Source: an optimization exercise on an open RTL-to-GDS flow (aim: small area). Production flows keep margins and buffers that such runs may drop.
Where RTL was checked, it was by simulation tests only, not by an equivalence proof against the original.

## main
==> module bus_checker, before the edit <==
module bus_checker
#(
   parameter int DRVRS   = 4,
   parameter int PCKG_SZ = 16,
   parameter int DEPTH   = 16,
   parameter int TS_W    = 16,
   localparam int SW = $clog2(DRVRS),
   localparam int IW = $clog2(DEPTH),
   localparam int CW = $clog2(DEPTH + 1)
) (
   input  logic               clk,
   input  logic               rst_n,
   input  logic               drv_valid,
   output logic               drv_ready,
   input  logic [SW-1:0]      drv_src,
   input  logic [PCKG_SZ-1:0] drv_data,
   input  logic               mon_valid,
   input  logic [SW-1:0]      mon_dst,
   input  logic [PCKG_SZ-1:0] mon_data,
   output logic               res_valid,
   output logic [1:0]         res_code,
   output logic [SW-1:0]      res_src,
   output logic [PCKG_SZ-1:0] res_data,
   output logic [TS_W-1:0]    res_latency,
   output logic [CW-1:0]      pending,
   output logic [15:0]        pass_cnt,
   output logic [15:0]        fail_cnt
);
   localparam int ID_W = bus_checker_pkg::ID_W;
   localparam int KW   = PCKG_SZ - ID_W + SW;
   logic [DEPTH-1:0][KW-1:0]   key_q;
   logic [DEPTH-1:0][SW-1:0]   src_q;
   logic [DEPTH-1:0][TS_W-1:0] ts_q;
   logic [DEPTH-1:0]           valid_q, kept, hole_pre;
   logic [DEPTH:0]             shift;
   logic [CW-1:0]              count_q;
   logic [IW-1:0]              rd_idx_q, rd_idx_d;
   logic [DEPTH-1:0] first, rd_sel;
   logic [DEPTH-1:0][SW+TS_W-1:0] rd_data;
   logic [SW-1:0]      rd_src;
   logic [TS_W-1:0]    rd_ts;
   logic               any, found, remove, rd_en;
   logic [TS_W-1:0]    now_q;
   logic               accept, bad_id, push, dst_ok;
   logic               res_valid_q;
   logic [1:0]         res_code_q, res_code_d;
   logic [PCKG_SZ-1:0] res_data_q;
   logic [15:0]        pass_q, fail_q, fail_d;
   logic               mon_fail;
   assign drv_ready = !count_q[CW-1];
   assign accept    = drv_valid && drv_ready;
   assign bad_id    = accept && (drv_data[PCKG_SZ-1 -: ID_W-SW] != '0);
   assign push      = accept && !bad_id;
   assign dst_ok    = mon_data[PCKG_SZ-ID_W +: SW] == mon_dst;
   bus_checker_sb #(
      .DEPTH (DEPTH),
      .KW    (KW)
   ) u_srch (
      .key_i      (key_q),
      .valid_i    (valid_q),
      .srch_key_i (mon_data[KW-1:0]),
      .first_o    (first),
      .any_o      (any)
   );
   assign found  = (mon_data[PCKG_SZ-1 -: ID_W-SW] == '0) && any;
   assign remove = mon_valid && found && dst_ok;
   always_comb begin
      hole_pre[0] = !valid_q[0];
      for (int i = 1; i < DEPTH; i++)
         hole_pre[i] = hole_pre[i-1] | !valid_q[i];
      shift = {hole_pre, 1'b0};
      for (int i = 0; i < DEPTH; i++)
         kept[i] = valid_q[i] && !(remove && first[i]);
      rd_idx_d = '0;
      for (int i = 0; i < DEPTH; i++)
         if (first[i]) rd_idx_d = shift[i] ? IW'(i - 1) : IW'(i);
   end
   always_ff @(posedge clk or negedge rst_n) begin
      if (!rst_n) begin
         valid_q <= '0;
         count_q <= '0;
      end else begin
         for (int i = 0; i < DEPTH - 1; i++)
            if (shift[i+1]) valid_q[i] <= kept[i+1];
            else            valid_q[i] <= kept[i];
         if (shift[DEPTH]) valid_q[DEPTH-1] <= push;
         else              valid_q[DEPTH-1] <= kept[DEPTH-1];
         count_q <= count_q + CW'(push) - CW'(remove);
      end
   end
   always_ff @(posedge clk) begin
      for (int i = 0; i < DEPTH - 1; i++)
         if (shift[i+1]) begin
            key_q[i] <= key_q[i+1];
            src_q[i] <= src_q[i+1];
            ts_q[i]  <= ts_q[i+1];
         end
      if (shift[DEPTH]) begin
         key_q[DEPTH-1] <= drv_data[KW-1:0];
         src_q[DEPTH-1] <= drv_src;
         ts_q[DEPTH-1]  <= ~now_q;
      end
      rd_idx_q <= rd_idx_d;
   end
   always_comb begin
      if (!mon_valid)  res_code_d = bus_checker_pkg::RES_BAD_ID;
      else if (remove) res_code_d = bus_checker_pkg::RES_PASS;
      else if (found)  res_code_d = bus_checker_pkg::RES_MISROUTE;
      else             res_code_d = bus_checker_pkg::RES_NO_MATCH;
   end
   assign mon_fail = mon_valid && !remove;
   logic [TS_W-1:0] now_d;
   logic [TS_W:0]   now_c;
   logic [15:0]     pass_d, fail_s;
   logic [16:0]     pass_c, fail_c;
   logic            pass_inc;
   assign now_c[0] = 1'b1;
   for (genvar i = 0; i < TS_W; i++) begin : g_now
      assign now_d[i]   = now_q[i] ^ now_c[i];
      assign now_c[i+1] = now_q[i] & now_c[i];
   end
   assign pass_inc  = remove && !(&pass_q);
   assign pass_c[0] = pass_inc;
   for (genvar i = 0; i < 16; i++) begin : g_pass
      assign pass_d[i]   = pass_q[i] ^ pass_c[i];
      assign pass_c[i+1] = pass_q[i] & pass_c[i];
   end
   assign fail_s[0]  = fail_q[0] ^ mon_fail ^ bad_id;
   assign fail_c[0]  = 1'b0;
   assign fail_c[1]  = (fail_q[0] & mon_fail) | (fail_q[0] & bad_id) | (mon_fail & bad_id);
   for (genvar i = 1; i < 16; i++) begin : g_fail
      assign fail_s[i]   = fail_q[i] ^ fail_c[i];
      assign fail_c[i+1] = fail_q[i] & fail_c[i];
   end
   assign fail_d = fail_c[16] ? 16'hFFFF : fail_s;
   always_ff @(posedge clk or negedge rst_n) begin
      if (!rst_n) begin
         res_valid_q <= 1'b0;
         pass_q      <= '0;
         fail_q      <= '0;
      end else begin
         res_valid_q <= mon_valid || bad_id;
         pass_q      <= pass_d;
         fail_q      <= fail_d;
      end
   end
   always_ff @(posedge clk) begin
      now_q      <= now_d;
      res_code_q <= res_code_d;
      res_data_q <= mon_valid ? mon_data : drv_data;
   end
   always_comb
      for (int i = 0; i < DEPTH; i++)
         rd_data[i] = {src_q[i], ts_q[i]};
   assign rd_en = res_code_q == bus_checker_pkg::RES_PASS;
   always_comb
      for (int i = 0; i < DEPTH; i++)
         rd_sel[i] = rd_en && rd_idx_q == IW'(i);
   bus_checker_rd #(
      .DEPTH (DEPTH),
      .W     (SW + TS_W)
   ) u_rd (
      .sel_i  (rd_sel),
      .data_i (rd_data),
      .data_o ({rd_src, rd_ts})
   );
   logic [TS_W-1:0] lat_a, lat_s;
   assign lat_a = now_q & {TS_W{rd_en}};
   logic [TS_W:0]   lat_c;
   assign lat_c[0] = 1'b0;
   for (genvar i = 0; i < TS_W; i++) begin : g_lat
      assign lat_s[i]   = lat_a[i] ^ rd_ts[i] ^ lat_c[i];
      assign lat_c[i+1] = (lat_a[i] & rd_ts[i]) | (lat_c[i] & (lat_a[i] ^ rd_ts[i]));
   end
   assign res_src     = rd_src;
   assign res_latency = lat_s;
   assign pending     = count_q;
   assign res_valid   = res_valid_q;
   assign res_code    = res_code_q;
   assign res_data    = res_data_q;
   assign pass_cnt    = pass_q;
   assign fail_cnt    = fail_q;
endmodule
==> flow/config.mk <==
export PLATFORM = sky130hd
export DESIGN_NAME = bus_checker
export DESIGN_NICKNAME = bus_checker
export VERILOG_FILES = /design/flow/design.v
export SDC_FILE = /design/flow/constraint.sdc
export NUM_CORES = 4
export LEC_CHECK = 0
export CAP_MARGIN = 20
export CORE_MARGIN = 2
export CORE_UTILIZATION = 40
export SLEW_MARGIN = 20
export SYNTH_HIERARCHICAL = 1
==> flow/constraint.sdc <==
create_clock -name core_clock -period 10.0 [get_ports {clk}]
set_input_delay 2.0000 -clock core_clock [delete_from_list [all_inputs] [get_ports {clk}]]
set_output_delay 2.0000 -clock core_clock [all_outputs]
set_load 0.01 [all_outputs]
standard.sh (not shown) runs the stock make flow with config.mk's settings and CLKGATE_MAP_FILE= SYNTH_SCRIPT=/design/flow/synth_recipe.tcl, a recipe that flattens the netlist after the stock synthesis.
==> flow/flow/run.sh <==
#!/bin/bash
# Standard layout with three changes: plain buf_1 port buffers (the resizer still
# upsizes them where needed), no CTS dummy loads, and larger clkbuf_8 leaf clusters.
set -euo pipefail
bash standard.sh \
  "BUFFER_PORTS_ARGS=-buffer_cell sky130_fd_sc_hd__buf_1" \
  "CTS_ARGS=-sink_clustering_enable -repair_clock_nets -dont_use_dummy_load -buf_list sky130_fd_sc_hd__clkbuf_8 -sink_clustering_size 16 -sink_clustering_max_diameter 50" \
  finish > standard_flow.log 2>&1
main: done, clean on timing, DRC and antenna
#### Input delta (the feature branch over main)
-- flow/design.v --
<<< main, line 94
   logic [15:0]        pass_q, fail_q, fail_d;
   logic               mon_fail;
   assign drv_ready = !count_q[CW-1];
   assign accept    = drv_valid && drv_ready;
>>> the feature branch, line 94
   logic [15:0]        pass_q, fail_q, fail_d;
   logic               mon_fail;
   logic [16:0]        fail_sum;
   assign drv_ready = !count_q[CW-1];
   assign accept    = drv_valid && drv_ready;
<<< main, line 145
         key_q[DEPTH-1] <= drv_data[KW-1:0];
         src_q[DEPTH-1] <= drv_src;
         ts_q[DEPTH-1]  <= ~now_q;
      end
      rd_idx_q <= rd_idx_d;
>>> the feature branch, line 146
         key_q[DEPTH-1] <= drv_data[KW-1:0];
         src_q[DEPTH-1] <= drv_src;
         ts_q[DEPTH-1]  <= now_q;
      end
      rd_idx_q <= rd_idx_d;
<<< main, line 156
   end
   assign mon_fail = mon_valid && !remove;
   logic [TS_W-1:0] now_d;
   logic [TS_W:0]   now_c;
   logic [15:0]     pass_d, fail_s;
   logic [16:0]     pass_c, fail_c;
   logic            pass_inc;
   assign now_c[0] = 1'b1;
   for (genvar i = 0; i < TS_W; i++) begin : g_now
      assign now_d[i]   = now_q[i] ^ now_c[i];
      assign now_c[i+1] = now_q[i] & now_c[i];
   end
   assign pass_inc  = remove && !(&pass_q);
   assign pass_c[0] = pass_inc;
   for (genvar i = 0; i < 16; i++) begin : g_pass
      assign pass_d[i]   = pass_q[i] ^ pass_c[i];
      assign pass_c[i+1] = pass_q[i] & pass_c[i];
   end
   assign fail_s[0]  = fail_q[0] ^ mon_fail ^ bad_id;
   assign fail_c[0]  = 1'b0;
   assign fail_c[1]  = (fail_q[0] & mon_fail) | (fail_q[0] & bad_id) | (mon_fail & bad_id);
   for (genvar i = 1; i < 16; i++) begin : g_fail
      assign fail_s[i]   = fail_q[i] ^ fail_c[i];
      assign fail_c[i+1] = fail_q[i] & fail_c[i];
   end
   assign fail_d = fail_c[16] ? 16'hFFFF : fail_s;
   always_ff @(posedge clk or negedge rst_n) begin
      if (!rst_n) begin
         res_valid_q <= 1'b0;
         pass_q      <= '0;
         fail_q      <= '0;
      end else begin
         res_valid_q <= mon_valid || bad_id;
         pass_q      <= pass_d;
         fail_q      <= fail_d;
      end
   end
   always_ff @(posedge clk) begin
      now_q      <= now_d;
      res_code_q <= res_code_d;
      res_data_q <= mon_valid ? mon_data : drv_data;
>>> the feature branch, line 157
   end
   assign mon_fail = mon_valid && !remove;
   assign fail_sum = {1'b0, fail_q} + 17'(mon_fail) + 17'(bad_id);
   assign fail_d   = fail_sum[16] ? 16'hFFFF : fail_sum[15:0];
   always_ff @(posedge clk or negedge rst_n) begin
      if (!rst_n) begin
         now_q       <= '0;
         res_valid_q <= 1'b0;
         pass_q      <= '0;
         fail_q      <= '0;
      end else begin
         now_q       <= now_q + TS_W'(1);
         res_valid_q <= mon_valid || bad_id;
         if (remove && pass_q != 16'hFFFF) pass_q <= pass_q + 16'd1;
         fail_q      <= fail_d;
      end
   end
   always_ff @(posedge clk) begin
      res_code_q <= res_code_d;
      res_data_q <= mon_valid ? mon_data : drv_data;
<<< main, line 211
      .data_o ({rd_src, rd_ts})
   );
   logic [TS_W-1:0] lat_a, lat_s;
   assign lat_a = now_q & {TS_W{rd_en}};
   logic [TS_W:0]   lat_c;
   assign lat_c[0] = 1'b0;
   for (genvar i = 0; i < TS_W; i++) begin : g_lat
      assign lat_s[i]   = lat_a[i] ^ rd_ts[i] ^ lat_c[i];
      assign lat_c[i+1] = (lat_a[i] & rd_ts[i]) | (lat_c[i] & (lat_a[i] ^ rd_ts[i]));
   end
   assign res_src     = rd_src;
   assign res_latency = lat_s;
   assign pending     = count_q;
   assign res_valid   = res_valid_q;
>>> the feature branch, line 191
      .data_o ({rd_src, rd_ts})
   );
   assign res_src     = rd_src;
   assign res_latency = rd_en ? now_q + ~rd_ts : '0;
   assign pending     = count_q;
   assign res_valid   = res_valid_q;
### Flow results
In the final reports, the cell area of the feature branch is larger than that of main. When the final numbers for the feature branch and main were put side by side, the final net count turned out to be smaller in main. Number of signal-net inverters in the final layout, the feature branch and main: smaller value in main. Sequential share of layout area in the feature branch is 0.36 points lower than in main. Fmax is lower on main. The feature branch vs. main: final critical-path required period has decreased; number of detailed-route iterations in the first pass grew by 1.
Function not checked in main: the RTL went through the layout flow alone.

[static timing again, ports no longer ideal]
The results above use ideal ports. As a check the final layouts listed here were re-extracted and re-timed, cells and wires unchanged. Step 1 assumes that a clkbuf_16 drives the clock port and a buf_2 every other input. Step 2 times the ports against the registers' clock, not the clock port: input delays grow and output delays shrink by t, the midpoint of the rising clock arrivals with the driver on. Three values: no drivers, after step 1, after step 2; two values: the first two.
run | t (ns) | setup WS [ns] | worst setup path after step 2 | clock arrival spread, ns | slew at the worst register clock pin (ns)
main | 0.680 | 0.087 / 0.037 / 0.718 | register to output | 0.093 / 0.093 | 0.10 / 0.10
the feature branch | 0.675 | 2.295 / 2.240 / 2.915 | register to output | 0.079 / 0.079 | 0.10 / 0.10
After both steps every run listed still meets setup and hold.
